Background: an optimization exercise with open tools, aiming at small area. Do not read the settings as production practice. In this exercise RTL edits were held to simulation tests only and were not proved equivalent to the original. Power figures rest on the tool's default switching activity, not on a simulated workload.

==> flow/design.v (excerpt) <==
module breakout_top (
    input  logic                                clk,
    input  logic                                reset,
    input  logic                                pause,
    input  logic                                video_on,
    input  logic [breakout_pkg::coord_w-1:0]    x,
    input  logic [breakout_pkg::coord_w-1:0]    y,
    input  logic [breakout_pkg::coord_w-1:0]    board_x,
    input  logic [breakout_pkg::coord_w-1:0]    board_y,
    input  logic [breakout_pkg::num_bricks-1:0][breakout_pkg::coord_w-1:0] brick_x,
    input  logic [breakout_pkg::num_bricks-1:0][breakout_pkg::coord_w-1:0] brick_y,
    output logic [breakout_pkg::rgb_w-1:0]      rgb,
    output logic                                collision,
    output logic [breakout_pkg::digit_w-1:0]    thous,
    output logic [breakout_pkg::digit_w-1:0]    huns,
    output logic [breakout_pkg::digit_w-1:0]    tens,
    output logic [breakout_pkg::digit_w-1:0]    ones
);
clock: 10.0 ns
lec_check: 0
cap_margin: 20
core_margin: 2
core_utilization: 55
cts_buf_list: sky130_fd_sc_hd__clkbuf_8
gpl_timing_driven: 0
slew_margin: 20
standard.sh (not shown) runs the stock make flow with config.mk's settings and CLKGATE_MAP_FILE= SYNTH_SCRIPT=/design/flow/synth_recipe.tcl, a recipe that flattens the netlist after the stock synthesis.
==> flow/flow/run.sh <==
#!/bin/bash
# Layout flow: the standard flow, with two changes.
#  1. Synthesis is the standard one (same script, same passes, same registers),
#     but ABC maps the logic for area (flow/abc_area.script) instead of the
#     speed script.
#  2. Port buffers are the smallest buffer, sky130_fd_sc_hd__buf_1.
# Each step's full output goes to a log file in this folder.
set -euo pipefail
W=$PWD

# a copy of ORFS's scripts whose ABC script is the area one
rm -rf "$W/scripts_area"
cp -r "$FLOW_HOME/scripts" "$W/scripts_area"
cp "$W/flow/abc_area.script" "$W/scripts_area/abc_speed.script"

bash standard.sh "SCRIPTS_DIR=$W/scripts_area" synth > "$W/run_synth.log" 2>&1
bash standard.sh "BUFFER_PORTS_ARGS=-buffer_cell sky130_fd_sc_hd__buf_1" finish > "$W/run_finish.log" 2>&1
==> flow/flow/abc_area.script <==
strash
ifraig
scorr
dc2
drw
drf
dc2
strash
&get -n
&dch -f
&nf -a -R 1000
&put
topo
Edit:
--- a/flow/flow/run.sh
+++ b/flow/flow/run.sh
@@ -3,5 +3,6 @@
 #  1. Synthesis is the standard one (same script, same passes, same registers),
 #     but ABC maps the logic for area (flow/abc_area.script) instead of the
-#     speed script.
+#     speed script, and it also maps the adders (no separate half/full adder
+#     cell step).
 #  2. Port buffers are the smallest buffer, sky130_fd_sc_hd__buf_1.
 # Each step's full output goes to a log file in this folder.
@@ -14,4 +15,4 @@
 cp "$W/flow/abc_area.script" "$W/scripts_area/abc_speed.script"
 
-bash standard.sh "SCRIPTS_DIR=$W/scripts_area" synth > "$W/run_synth.log" 2>&1
+bash standard.sh "SCRIPTS_DIR=$W/scripts_area" "ADDER_MAP_FILE=" synth > "$W/run_synth.log" 2>&1
 bash standard.sh "BUFFER_PORTS_ARGS=-buffer_cell sky130_fd_sc_hd__buf_1" finish > "$W/run_finish.log" 2>&1
==> flow/flow/abc_area.script (replaced) <==
strash
ifraig
scorr
dc2
drw
drf
dc2
drw
drf
dc2
strash
&get -n
&dch -f
&nf -a -R 1000
&put
strash
dc2
drw
drf
dc2
&get -n
&dch -f
&nf -a -R 1000
&put
topo
- CORE_UTILIZATION: 55 -> 40
After rerunning: Cell area shrinks by 0.34%. Core utilization went down by 18 points. Cell count climbs by about 4%. Sequential power barely changes. Count of clock-buffer cells in the layout is unchanged. Total power climbs by 1.9%. Worst setup slack loses 0.075 ns.

* * *

Setup of run A:
breakout_top, a different RTL version from the one above (not shown whole).
For scale: roughly 190 I/O pins, roughly 6200 um2 of cells after synthesis.
==> flow/config.mk <==
export PLATFORM = sky130hd
export DESIGN_NAME = breakout_top
export DESIGN_NICKNAME = breakout_top
export VERILOG_FILES = /design/flow/design.v
export SDC_FILE = /design/flow/constraint.sdc
export NUM_CORES = 4
export LEC_CHECK = 0
export CAP_MARGIN = 0
export CORE_MARGIN = 2
export CORE_UTILIZATION = 40
export CTS_BUF_LIST = sky130_fd_sc_hd__clkbuf_8
export GPL_TIMING_DRIVEN = 0
export SLEW_MARGIN = 0
==> flow/constraint.sdc <==
create_clock -name core_clock -period 10.0 [get_ports {clk}]
set_input_delay 2.0000 -clock core_clock [delete_from_list [all_inputs] [get_ports {clk}]]
set_output_delay 2.0000 -clock core_clock [all_outputs]
set_load 0.01 [all_outputs]
==> flow/flow/run.sh <==
#!/bin/bash
# Layout flow: the standard flow, with two changes.
#  1. Synthesis is the standard one (same script, same passes, same registers),
#     but ABC maps the logic for area (flow/abc_area.script) instead of the
#     speed script, and it also maps the adders (no separate half/full adder
#     cell step), and the buffers it puts between output ports that carry
#     the same signal are the smallest buffer.
#  2. Port buffers are the smallest buffer, sky130_fd_sc_hd__buf_1.
# Each step's full output goes to a log file in this folder.
set -euo pipefail
W=$PWD

# a copy of ORFS's scripts whose ABC script is the area one
rm -rf "$W/scripts_area"
cp -r "$FLOW_HOME/scripts" "$W/scripts_area"
cp "$W/flow/abc_area.script" "$W/scripts_area/abc_speed.script"

bash standard.sh "SCRIPTS_DIR=$W/scripts_area" "ADDER_MAP_FILE=" \
    "MIN_BUF_CELL_AND_PORTS=sky130_fd_sc_hd__buf_1 A X" synth > "$W/run_synth.log" 2>&1
bash standard.sh "BUFFER_PORTS_ARGS=-buffer_cell sky130_fd_sc_hd__buf_1" finish > "$W/run_finish.log" 2>&1
==> flow/flow/abc_area.script <==
strash
ifraig
scorr
dc2
&get -n
&deepsyn -T 60
&put
strash
&get -n
&dch -f
&nf -a -R 1000
&put
strash
&get -n
&dc2
&dch -f
&nf -a -R 1000
&put
topo
Setup changes, run A to run B
--- a/flow/flow/run.sh
+++ b/flow/flow/run.sh
@@ -6,2 +6 @@
-#     cell step), and the buffers it puts between output ports that carry
-#     the same signal are the smallest buffer.
+#     cell step).
@@ -18,2 +17 @@
-bash standard.sh "SCRIPTS_DIR=$W/scripts_area" "ADDER_MAP_FILE=" \
-    "MIN_BUF_CELL_AND_PORTS=sky130_fd_sc_hd__buf_1 A X" synth > "$W/run_synth.log" 2>&1
+bash standard.sh "SCRIPTS_DIR=$W/scripts_area" "ADDER_MAP_FILE=" synth > "$W/run_synth.log" 2>&1
--- a/flow/flow/abc_area.script
+++ b/flow/flow/abc_area.script
@@ -5,3 +5,6 @@
-&get -n
-&deepsyn -T 60
-&put
+drw
+drf
+dc2
+drw
+drf
+dc2
--- a/flow/config.mk
+++ b/flow/config.mk
@@ -8 +8 @@
-export CAP_MARGIN = 0
+export CAP_MARGIN = 20
@@ -13 +13 @@
-export SLEW_MARGIN = 0
+export SLEW_MARGIN = 20
### Flow results
First-pass GRT wire length in run B vs run A: up about 1.3%
Against run A, run B reports a largest net degree at the start of global routing that is lower.
Count of plain and timing-repair buffers in the layout (higher): run A
Across both runs, core utilization was lower for run B than for run A.
Compared with run A, run B shows a fill cell instance count of the final layout that is about 5.6% higher.
[run B] final setup slack of the worst path fell 0.11 ns relative to run A
Compared with run A, in run B maximum ir drop on the vdd rail saw an increase, global-route track usage on met2 increased 3.6 points.
Net count after synthesis (lower): run B
Modified inputs, run C compared to run B
--- a/flow/flow/abc_area.script
+++ b/flow/flow/abc_area.script
@@ -5,6 +5,3 @@
-drw
-drf
-dc2
-drw
-drf
-dc2
+&get -n
+&deepsyn -T 60
+&put
--- a/flow/config.mk
+++ b/flow/config.mk
@@ -8 +8 @@
-export CAP_MARGIN = 20
+export CAP_MARGIN = 0
@@ -13 +13 @@
-export SLEW_MARGIN = 20
+export SLEW_MARGIN = 0
Results
For run C, the top layer used by detailed routing was met4, unlike run B, where it was met5. Summary: clock power, run C better than run B. Against run B, static power due to leakage in run C rose slightly. Number of logic inverters in the finished layout, run B and run C: smaller value in run B. Of run B and run C, run B shows the higher clock network fraction of total power, with run C below it. Run B has lower combinational share of power than run C.

port drivers added, routing unchanged:
The results above use ideal ports. As a check the final layouts listed here were re-extracted and re-timed, cells and wires unchanged. Step 1 (the two cells are an assumption about what drives the block):
set clk [get_ports {clk}]
set_driving_cell -lib_cell sky130_fd_sc_hd__clkbuf_16 $clk
set_driving_cell -lib_cell sky130_fd_sc_hd__buf_2 [delete_from_list [all_inputs] $clk]
Step 2 times the ports against the registers' clock, not the clock port: input delays grow and output delays shrink by t, the midpoint of the rising clock arrivals with the driver on. Slacks: ideal / step 1 / step 2; pairs: ideal / step 1.
| run | t (ns) | setup slack, ns | hold WS [ns] | worst setup path after step 2 | worst data-port slew with drivers (ns) |
|---|---|---|---|---|---|
| the first run of note 1 | 0.352 | 0.546 / 0.525 / 0.525 | 0.499 / 0.499 / 0.499 | input to output | 0.06 |
| the second run of note 1 | 0.355 | 0.471 / 0.451 / 0.451 | 0.470 / 0.470 / 0.470 | input to output | 0.07 |
| run A | 0.347 | 0.504 / 0.483 / 0.483 | 0.489 / 0.489 / 0.489 | input to output | 0.07 |
| run B | 0.349 | 0.392 / 0.373 / 0.373 | 0.499 / 0.499 / 0.499 | input to output | 0.07 |
| run C | 0.347 | 0.520 / 0.500 / 0.500 | 0.493 / 0.493 / 0.493 | input to output | 0.07 |
After both steps every run listed still meets setup and hold.
